What follows belongs to an exercise in optimizing a design on an open flow for small area, a short achievable clock period and few clock cycles per item; a production flow would make more cautious choices.
RTL that was checked went through simulation tests only; none was proved equivalent to the original.

== job 2859 ==
## trivium_keystream_generator_top
module trivium_keystream_generator_top #(
    parameter int MAX_BITS_PER_ITEM = 64
) (
    input  logic                               i_clk,
    input  logic                               i_rst_n,
    input  logic                               i_in_valid,
    output logic                               o_in_ready,
    input  logic                               i_opcode,
    input  logic [tksg_pkg::COUNT_W-1:0]       i_bits_wanted,
    output logic                               o_out_valid,
    input  logic                               i_out_ready,
    output logic [tksg_pkg::WORD_BITS-1:0]     o_keystream_word,
    output logic [tksg_pkg::COUNT_W-1:0]       o_bit_count,
    input  logic                               i_cfg_we,
    input  logic [tksg_pkg::CFG_IDX_W-1:0]     i_cfg_index,
    input  logic [tksg_pkg::WORD_BITS-1:0]     i_cfg_data
);
Size: ~2800 cells after synthesis, ~150 I/O pins, about 30000 sq um of cells after synthesis.
clock: 5.0 ns
lec_check: 0
abc_clock_period_in_ps: 2200
cap_margin: 20
core_margin: 2
core_utilization: 60
setup_slack_margin: 2.5
slew_margin: 20
standard.sh (not shown) runs the stock make flow with config.mk's settings and CLKGATE_MAP_FILE= SYNTH_SCRIPT=/design/flow/synth_recipe.tcl, a recipe that flattens the netlist after the stock synthesis.
==> flow/flow/run.sh <==
#!/bin/bash
# standard layout with plain buffers on the ports (instead of the delay cells
# buffer_ports picks by default) and sizing free to change cell footprints
set -euo pipefail
bash standard.sh \
  "BUFFER_PORTS_ARGS=-buffer_cell sky130_fd_sc_hd__buf_4" \
  MATCH_CELL_FOOTPRINT=0 \
  finish > flow_standard.log 2>&1
Job 2859 finished every stage and its layout cleared the timing, design-rule and antenna checks.
Testbench counts of job 2859, summed over its fixed seeds: cycles 1,352, items 65,536.
The following lists how job 6227 was set up differently from job 2859:
# job 2859
export LEC_CHECK = 0
export ABC_CLOCK_PERIOD_IN_PS = 2200
export CAP_MARGIN = 20
export CORE_MARGIN = 2
export CORE_UTILIZATION = 60
export SETUP_SLACK_MARGIN = 2.5
export SLEW_MARGIN = 20
create_clock -name core_clock -period 5.0 [get_ports {i_clk}]
# job 6227
export LEC_CHECK = 0
export ABC_CLOCK_PERIOD_IN_PS = 2200
export CAP_MARGIN = 20
export CORE_MARGIN = 2
export CORE_UTILIZATION = 60
export SETUP_SLACK_MARGIN = 2.0
export SLEW_MARGIN = 20
create_clock -name core_clock -period 5.0 [get_ports {i_clk}]
==> summary.txt <==
Classification of the worst setup path: in -> reg -> job 6227, reg -> reg -> job 2859
Result: PASS for each of job 6227 and job 2859
Half-perimeter wire length after placement, job 6227 vs job 2859: up slightly
Taking job 2859 as the reference, in job 6227 routed wire length has remained practically unchanged; final area has remained practically unchanged; top fanout value on the critical path has increased.
#### Input delta (job 2862 over job 6227)
# job 6227
export LEC_CHECK = 0
export ABC_CLOCK_PERIOD_IN_PS = 2200
export CAP_MARGIN = 20
export CORE_MARGIN = 2
export CORE_UTILIZATION = 60
export SETUP_SLACK_MARGIN = 2.0
export SLEW_MARGIN = 20
create_clock -name core_clock -period 5.0 [get_ports {i_clk}]
# job 2862
export LEC_CHECK = 0
export ABC_CLOCK_PERIOD_IN_PS = 2200
export CAP_MARGIN = 20
export CORE_MARGIN = 2
export CORE_UTILIZATION = 60
export SETUP_SLACK_MARGIN = 2.7
export SLEW_MARGIN = 20
create_clock -name core_clock -period 5.0 [get_ports {i_clk}]
==> flow/flow/run.sh <==
#!/bin/bash
# standard layout with plain buffers on the ports (instead of the delay cells
# buffer_ports picks by default), sizing free to change cell footprints, and
# clock tree sinks clustered by 20 without dummy loads
set -euo pipefail
bash standard.sh \
  "BUFFER_PORTS_ARGS=-buffer_cell sky130_fd_sc_hd__buf_4" \
  MATCH_CELL_FOOTPRINT=0 \
  "CTS_ARGS=-sink_clustering_enable -repair_clock_nets -dont_use_dummy_load -sink_clustering_size 20 -sink_clustering_max_diameter 100" \
  finish > flow_standard.log 2>&1
==> comparison <==
Job 2862 ends up with a path length in cells of the critical path that is 1 lower than in job 6227. Number of global-route vias before repair: job 6227 and job 2862 compared, higher one is job 6227. Looking at clock period minus worst slack across job 6227 and job 2862, the one that comes out lower is job 2862. In job 2862, the slack of the critical path came out 0.46 ns above the value in job 6227.
> inputs changed (job 2862 -> job 3801)
# job 2862
export LEC_CHECK = 0
export ABC_CLOCK_PERIOD_IN_PS = 2200
export CAP_MARGIN = 20
export CORE_MARGIN = 2
export CORE_UTILIZATION = 60
export SETUP_SLACK_MARGIN = 2.7
export SLEW_MARGIN = 20
create_clock -name core_clock -period 5.0 [get_ports {i_clk}]
# job 3801
export LEC_CHECK = 0
export ABC_CLOCK_PERIOD_IN_PS = 2200
export CAP_MARGIN = 20
export CORE_MARGIN = 2
export CORE_UTILIZATION = 60
export SETUP_SLACK_MARGIN = 2.5
export SLEW_MARGIN = 20
create_clock -name core_clock -period 5.0 [get_ports {i_clk}]
Notes after the runs:
- Diff job 2862 -> job 3801 | cell count | down slightly
- The higher summed area of non-filler cells in the final layout came out of job 2862.
- The run showing the greater count of routing violations after the opening detailed-route iteration is job 2862.
- Job 2862 -> job 3801: number of nets in the layout decreased slightly
- Worst slew margin relative to its limit delta (job 2862 -> job 3801): insignificant
- Between job 3801 and job 2862, it is job 3801 whose worst setup slack is lower, by 0.15 ns.
- Job 2862 → job 3801: detailed-routed wire length on met2 saw a decrease.

Another version of the RTL of trivium_keystream_generator_top (not shown whole).
Size: ~570 flip-flops, roughly 150 I/O pins, ~0.029 mm2 of cells after synthesis.
export LEC_CHECK = 0
export ABC_CLOCK_PERIOD_IN_PS = 2200
export CAP_MARGIN = 20
export CORE_MARGIN = 2
export CORE_UTILIZATION = 60
export SETUP_SLACK_MARGIN = 2.8
export SLEW_MARGIN = 20
create_clock -name core_clock -period 5.0 [get_ports {i_clk}]
==> flow/flow/run.sh <==
#!/bin/bash
# standard layout with plain buffers on the ports (instead of the delay cells
# buffer_ports picks by default) and sizing free to change cell footprints
set -euo pipefail
bash standard.sh \
  "BUFFER_PORTS_ARGS=-buffer_cell sky130_fd_sc_hd__buf_4" \
  MATCH_CELL_FOOTPRINT=0 \
  finish > flow_standard.log 2>&1
Next try:
==> flow/run.sh (new file) <==
#!/bin/bash
# synth_recipe.tcl (not shown) runs the flow's synth.tcl, then flattens the netlist and writes it again
# the make line also repeats each setting of config.mk as NAME=value (left out here)
make -C /OpenROAD-flow-scripts/flow DESIGN_CONFIG=/design/flow/config.mk WORK_HOME=/design/flow/orfs CLKGATE_MAP_FILE= SYNTH_SCRIPT=/design/flow/synth_recipe.tcl finish
removed: flow/flow/run.sh
removed: flow/standard.sh
Effect:
- hold slack improved by 0.021 ns
- die area is unchanged
- non-clock buffer count grows by 27
- final cell count grows by 0.61%
- global-route usage grows by 1.0 points
- wire length shrinks by 0.32%
Function was not checked in any run of this note: the RTL went through the layout flow alone.

== run 1 ==
Another version of the RTL of trivium_keystream_generator_top (not shown whole).
For scale: about 2900 cells after synthesis, ~590 flip-flops, ~150 I/O pins.
clock: 5.0 ns
lec_check: 0
abc_clock_period_in_ps: 2200
cap_margin: 20
core_margin: 2
core_utilization: 60
place_density: 0.85
setup_slack_margin: 2.7
slew_margin: 20
==> flow/flow/run.sh <==
#!/bin/bash
# standard layout with plain buffers on the ports (instead of the delay cells
# buffer_ports picks by default), sizing free to change cell footprints, and
# clock tree sinks clustered by 20 without dummy loads
set -euo pipefail
bash standard.sh \
  "BUFFER_PORTS_ARGS=-buffer_cell sky130_fd_sc_hd__buf_4" \
  MATCH_CELL_FOOTPRINT=0 \
  "CTS_ARGS=-sink_clustering_enable -repair_clock_nets -dont_use_dummy_load -sink_clustering_size 24 -sink_clustering_max_diameter 100" \
  finish > flow_standard.log 2>&1
Run 1 went all the way through the flow, and no timing, DRC or antenna check failed.
Testbench counts of run 1, summed over its fixed seeds: cycles 1,352, items 65,536.
Relative to run 1, the following input files were edited for run 2:
- removing PLACE_DENSITY (formerly 0.85)
==> flow/flow/run.sh <==
#!/bin/bash
# standard layout with plain buffers on the ports (instead of the delay cells
# buffer_ports picks by default), sizing free to change cell footprints, and
# clock tree sinks clustered by 20 without dummy loads
set -euo pipefail
bash standard.sh \
  "BUFFER_PORTS_ARGS=-buffer_cell sky130_fd_sc_hd__buf_4" \
  MATCH_CELL_FOOTPRINT=0 \
  "CTS_ARGS=-sink_clustering_enable -repair_clock_nets -dont_use_dummy_load -sink_clustering_size 28 -sink_clustering_max_diameter 100" \
  finish > flow_standard.log 2>&1
Results
Run 2 vs run 1, total non-filler cell area in the finished layout went down by 1.3%. Going from run 1 to run 2, average wire per cell in the routed design went down by about 7%; arithmetic-cell share of the synthesized area counting full adders, half adders and majority gates was more or less identical. Min worst setup slack across run 2 and run 1: run 1. For run 1, the kind of critical path was reg -> reg, unlike run 2, where it was in -> reg.
What run 3 does differently from run 2 at the input level:
- swapping 2.7 for 2.8 in SETUP_SLACK_MARGIN
==> flow/flow/run.sh <==
#!/bin/bash
# standard layout with plain buffers on the ports (instead of the delay cells
# buffer_ports picks by default), sizing free to change cell footprints, and
# clock tree sinks clustered by 20 without dummy loads
set -euo pipefail
bash standard.sh \
  "BUFFER_PORTS_ARGS=-buffer_cell sky130_fd_sc_hd__buf_4" \
  MATCH_CELL_FOOTPRINT=0 \
  "CTS_ARGS=-sink_clustering_enable -repair_clock_nets -dont_use_dummy_load -sink_clustering_size 24 -sink_clustering_max_diameter 100" \
  finish > flow_standard.log 2>&1
### Flow results
Final estimated routing congestion in global placement: run 3 higher than run 2. Taking run 2 as the reference, in run 3 sequential share of layout area went down by 2.4 points, worst hold slack was more or less identical, quantity of gates resized following cts went up by 31, detailed placement HPWL went up by 2.9%. Run 2 reports its category of the critical setup timing path as in -> reg while run 3 reports reg -> reg. In run 3, the detailed route wirelength on metal3 came out 130 um above the value in run 2.

raven:
Starting RTL as in the previous note.
## trivium_keystream_generator_top
module trivium_keystream_generator_top #(
    parameter int MAX_BITS_PER_ITEM = 64
) (
    input  logic                               i_clk,
    input  logic                               i_rst_n,
    input  logic                               i_in_valid,
    output logic                               o_in_ready,
    input  logic                               i_opcode,
    input  logic [tksg_pkg::COUNT_W-1:0]       i_bits_wanted,
    output logic                               o_out_valid,
    input  logic                               i_out_ready,
    output logic [tksg_pkg::WORD_BITS-1:0]     o_keystream_word,
    output logic [tksg_pkg::COUNT_W-1:0]       o_bit_count,
    input  logic                               i_cfg_we,
    input  logic [tksg_pkg::CFG_IDX_W-1:0]     i_cfg_index,
    input  logic [tksg_pkg::WORD_BITS-1:0]     i_cfg_data
);
    tksg_pkg::t_cmd cmd;
    tksg_ctrl #(
        .MAX_BITS_PER_ITEM (MAX_BITS_PER_ITEM)
    ) u_ctrl (
        .i_clk         (i_clk),
        .i_rst_n       (i_rst_n),
        .i_in_valid    (i_in_valid),
        .o_in_ready    (o_in_ready),
        .i_opcode      (i_opcode),
        .i_bits_wanted (i_bits_wanted),
        .o_out_valid   (o_out_valid),
        .i_out_ready   (i_out_ready),
        .i_cfg_we      (i_cfg_we),
        .i_cfg_index   (i_cfg_index),
        .i_cfg_warm    (i_cfg_data[tksg_pkg::ROUNDS_W-1:0]),
        .o_cmd         (cmd)
    );
    tksg_dp u_dp (
        .i_clk            (i_clk),
        .i_rst_n          (i_rst_n),
        .i_cfg_we         (i_cfg_we),
        .i_cfg_index      (i_cfg_index),
        .i_cfg_data       (i_cfg_data),
        .i_cmd            (cmd),
        .o_keystream_word (o_keystream_word),
        .o_bit_count      (o_bit_count)
    );
endmodule
clock: 5.0 ns
lec_check: 0
abc_clock_period_in_ps: 2200
cap_margin: 20
core_margin: 2
core_utilization: 55
setup_slack_margin: 2.7
slew_margin: 20
==> flow/flow/run.sh <==
#!/bin/bash
# standard layout with plain buffers on the ports (instead of the delay cells
# buffer_ports picks by default), sizing free to change cell footprints, and
# clock tree sinks clustered by 20 without dummy loads
set -euo pipefail
bash standard.sh \
  "BUFFER_PORTS_ARGS=-buffer_cell sky130_fd_sc_hd__buf_4" \
  MATCH_CELL_FOOTPRINT=0 \
  "CTS_ARGS=-sink_clustering_enable -repair_clock_nets -dont_use_dummy_load -sink_clustering_size 24 -sink_clustering_max_diameter 100" \
  finish > flow_standard.log 2>&1
raven | stages: all done | timing, DRC, antenna: all pass
Testbench counts of raven, summed over its fixed seeds: cycles 1,352, items 65,536.
Modified inputs, garnet compared to raven
--- a/flow/flow/run.sh
+++ b/flow/flow/run.sh
@@ -9 +9 @@
-  "CTS_ARGS=-sink_clustering_enable -repair_clock_nets -dont_use_dummy_load -sink_clustering_size 24 -sink_clustering_max_diameter 100" \
+  "CTS_ARGS=-sink_clustering_enable -repair_clock_nets -dont_use_dummy_load -sink_clustering_size 20 -sink_clustering_max_diameter 100" \
--- a/flow/config.mk
+++ b/flow/config.mk
@@ -11,2 +11,2 @@
-export CORE_UTILIZATION = 55
-export SETUP_SLACK_MARGIN = 2.7
+export CORE_UTILIZATION = 65
+export SETUP_SLACK_MARGIN = 2.8
### Flow results
- Between raven and garnet, the flow reports count of clock-buffer cells in the layout increasing by more than 10%.
- raven vs garnet, category of the most critical setup path: register to register vs input pin to register
- Fraction of the core area covered by cells at the end of the flow for garnet: 14 points up relative to raven
- Looking at routed length on met1, garnet sits 4.5 mm below raven.
diff inputs: garnet => harbor
--- a/flow/config.mk
+++ b/flow/config.mk
@@ -11,2 +11,2 @@
-export CORE_UTILIZATION = 65
-export SETUP_SLACK_MARGIN = 2.8
+export CORE_UTILIZATION = 60
+export SETUP_SLACK_MARGIN = 2.9
## What came out
garnet → harbor: instance area after placement grew by about 0.4%; first-iteration DRC count now smaller; critical path depth now sits lower; max-slew violation count did not really move; remaining max-slew budget at the tightest pin now larger. [compare] base=garnet new=harbor: total wire length moved up. The final layouts of harbor and garnet pass the timing, design-rule and antenna checks.
### harbor -> pepper
--- a/flow/config.mk
+++ b/flow/config.mk
@@ -12 +12 @@
-export SETUP_SLACK_MARGIN = 2.9
+export SETUP_SLACK_MARGIN = 2.7
Findings:
pepper vs harbor — highest attainable clock frequency dropped by a few percent. pepper vs. harbor: via count of the first global-routing pass went down, global routing usage on met3 moved down, multi-input gate count went down by 8. pepper ended up with edfxtp_1 as its slowest cell on the critical path; harbor ended up with or4_4. Diff harbor -> pepper | cell area | decrease of about 8%. pepper — cell depth of the worst setup path 1 lower, harbor as reference. Diff harbor -> pepper: share of cell area taken by multi-input logic gates has remained practically unchanged; detailed route wirelength on metal3 has decreased. Reported for pepper and harbor, count of clock-buffer cells in the layout turned out identical to the last digit.
Input changes introduced in yarrow (baseline for comparison: pepper):
--- a/flow/config.mk
+++ b/flow/config.mk
@@ -13,0 +14 @@
+export TNS_END_PERCENT = 20
Notes after the runs:
Compared with pepper, yarrow shows a via count that is 229 higher.
Status: post-route core utilization parity (pepper, yarrow)
yarrow ends up with a actual slew at the worst max-slew pin that is 0.073 ns higher than in pepper.
pepper and yarrow ended up with roughly the same standard cell area after detailed placement.
Delta (yarrow minus pepper): final cell count without fillers stayed essentially flat.

==> separate check: timing with driven ports <==
No port has a modelled driver above. Below, the same layouts with a new extraction and two added sets of constraints. Step 1 assumes that a clkbuf_16 drives the clock port and a buf_2 every other input. Step 2 also shifts input and output timing later by t, the mid clock arrival at the registers, as if the neighbouring blocks saw the same clock. Slacks: no drivers / after step 1 / after step 2; pairs: no drivers / after step 1.
run	t, ns	setup WS [ns]	hold WS [ns]	latest minus earliest clock arrival (ns)	worst slew at a driven data input, ns
job 2859	0.690	2.492 / 2.492 / 1.976	0.456 / 0.456 / 0.456	0.018 / 0.018	0.05
job 6227	0.690	2.161 / 2.200 / 1.510	0.459 / 0.459 / 0.459	0.032 / 0.032	0.05
job 2862	0.640	2.625 / 2.625 / 2.097	0.471 / 0.471 / 0.471	0.068 / 0.068	0.05
job 3801	0.637	2.476 / 2.476 / 1.999	0.458 / 0.458 / 0.458	0.041 / 0.040	0.06
the first run of note 2	0.714	2.198 / 2.198 / 1.754	0.455 / 0.455 / 0.455	0.047 / 0.047	0.05
the second run of note 2	0.699	2.183 / 2.183 / 1.679	0.476 / 0.476 / 0.476	0.049 / 0.049	0.07
run 1	0.682	2.582 / 2.582 / 2.006	0.468 / 0.468 / 0.468	0.049 / 0.050	0.07
run 2	0.666	2.627 / 2.639 / 1.992	0.467 / 0.467 / 0.467	0.078 / 0.077	0.04
run 3	0.653	2.706 / 2.696 / 2.181	0.468 / 0.468 / 0.468	0.063 / 0.063	0.04
raven	0.680	2.658 / 2.658 / 2.114	0.469 / 0.469 / 0.469	0.059 / 0.060	0.05
garnet	0.636	2.542 / 2.575 / 1.939	0.466 / 0.466 / 0.466	0.053 / 0.052	0.05
harbor	0.634	2.739 / 2.744 / 2.136	0.461 / 0.461 / 0.461	0.076 / 0.076	0.06
pepper	0.633	2.617 / 2.617 / 2.078	0.463 / 0.463 / 0.463	0.045 / 0.044	0.04
yarrow	0.643	2.560 / 2.560 / 1.990	0.463 / 0.463 / 0.463	0.050 / 0.050	0.06
After both steps every run listed still meets setup and hold. The setup slack of job 6227, which loses most, moves by +0.039 ns with the drivers and by -0.651 ns with both steps.
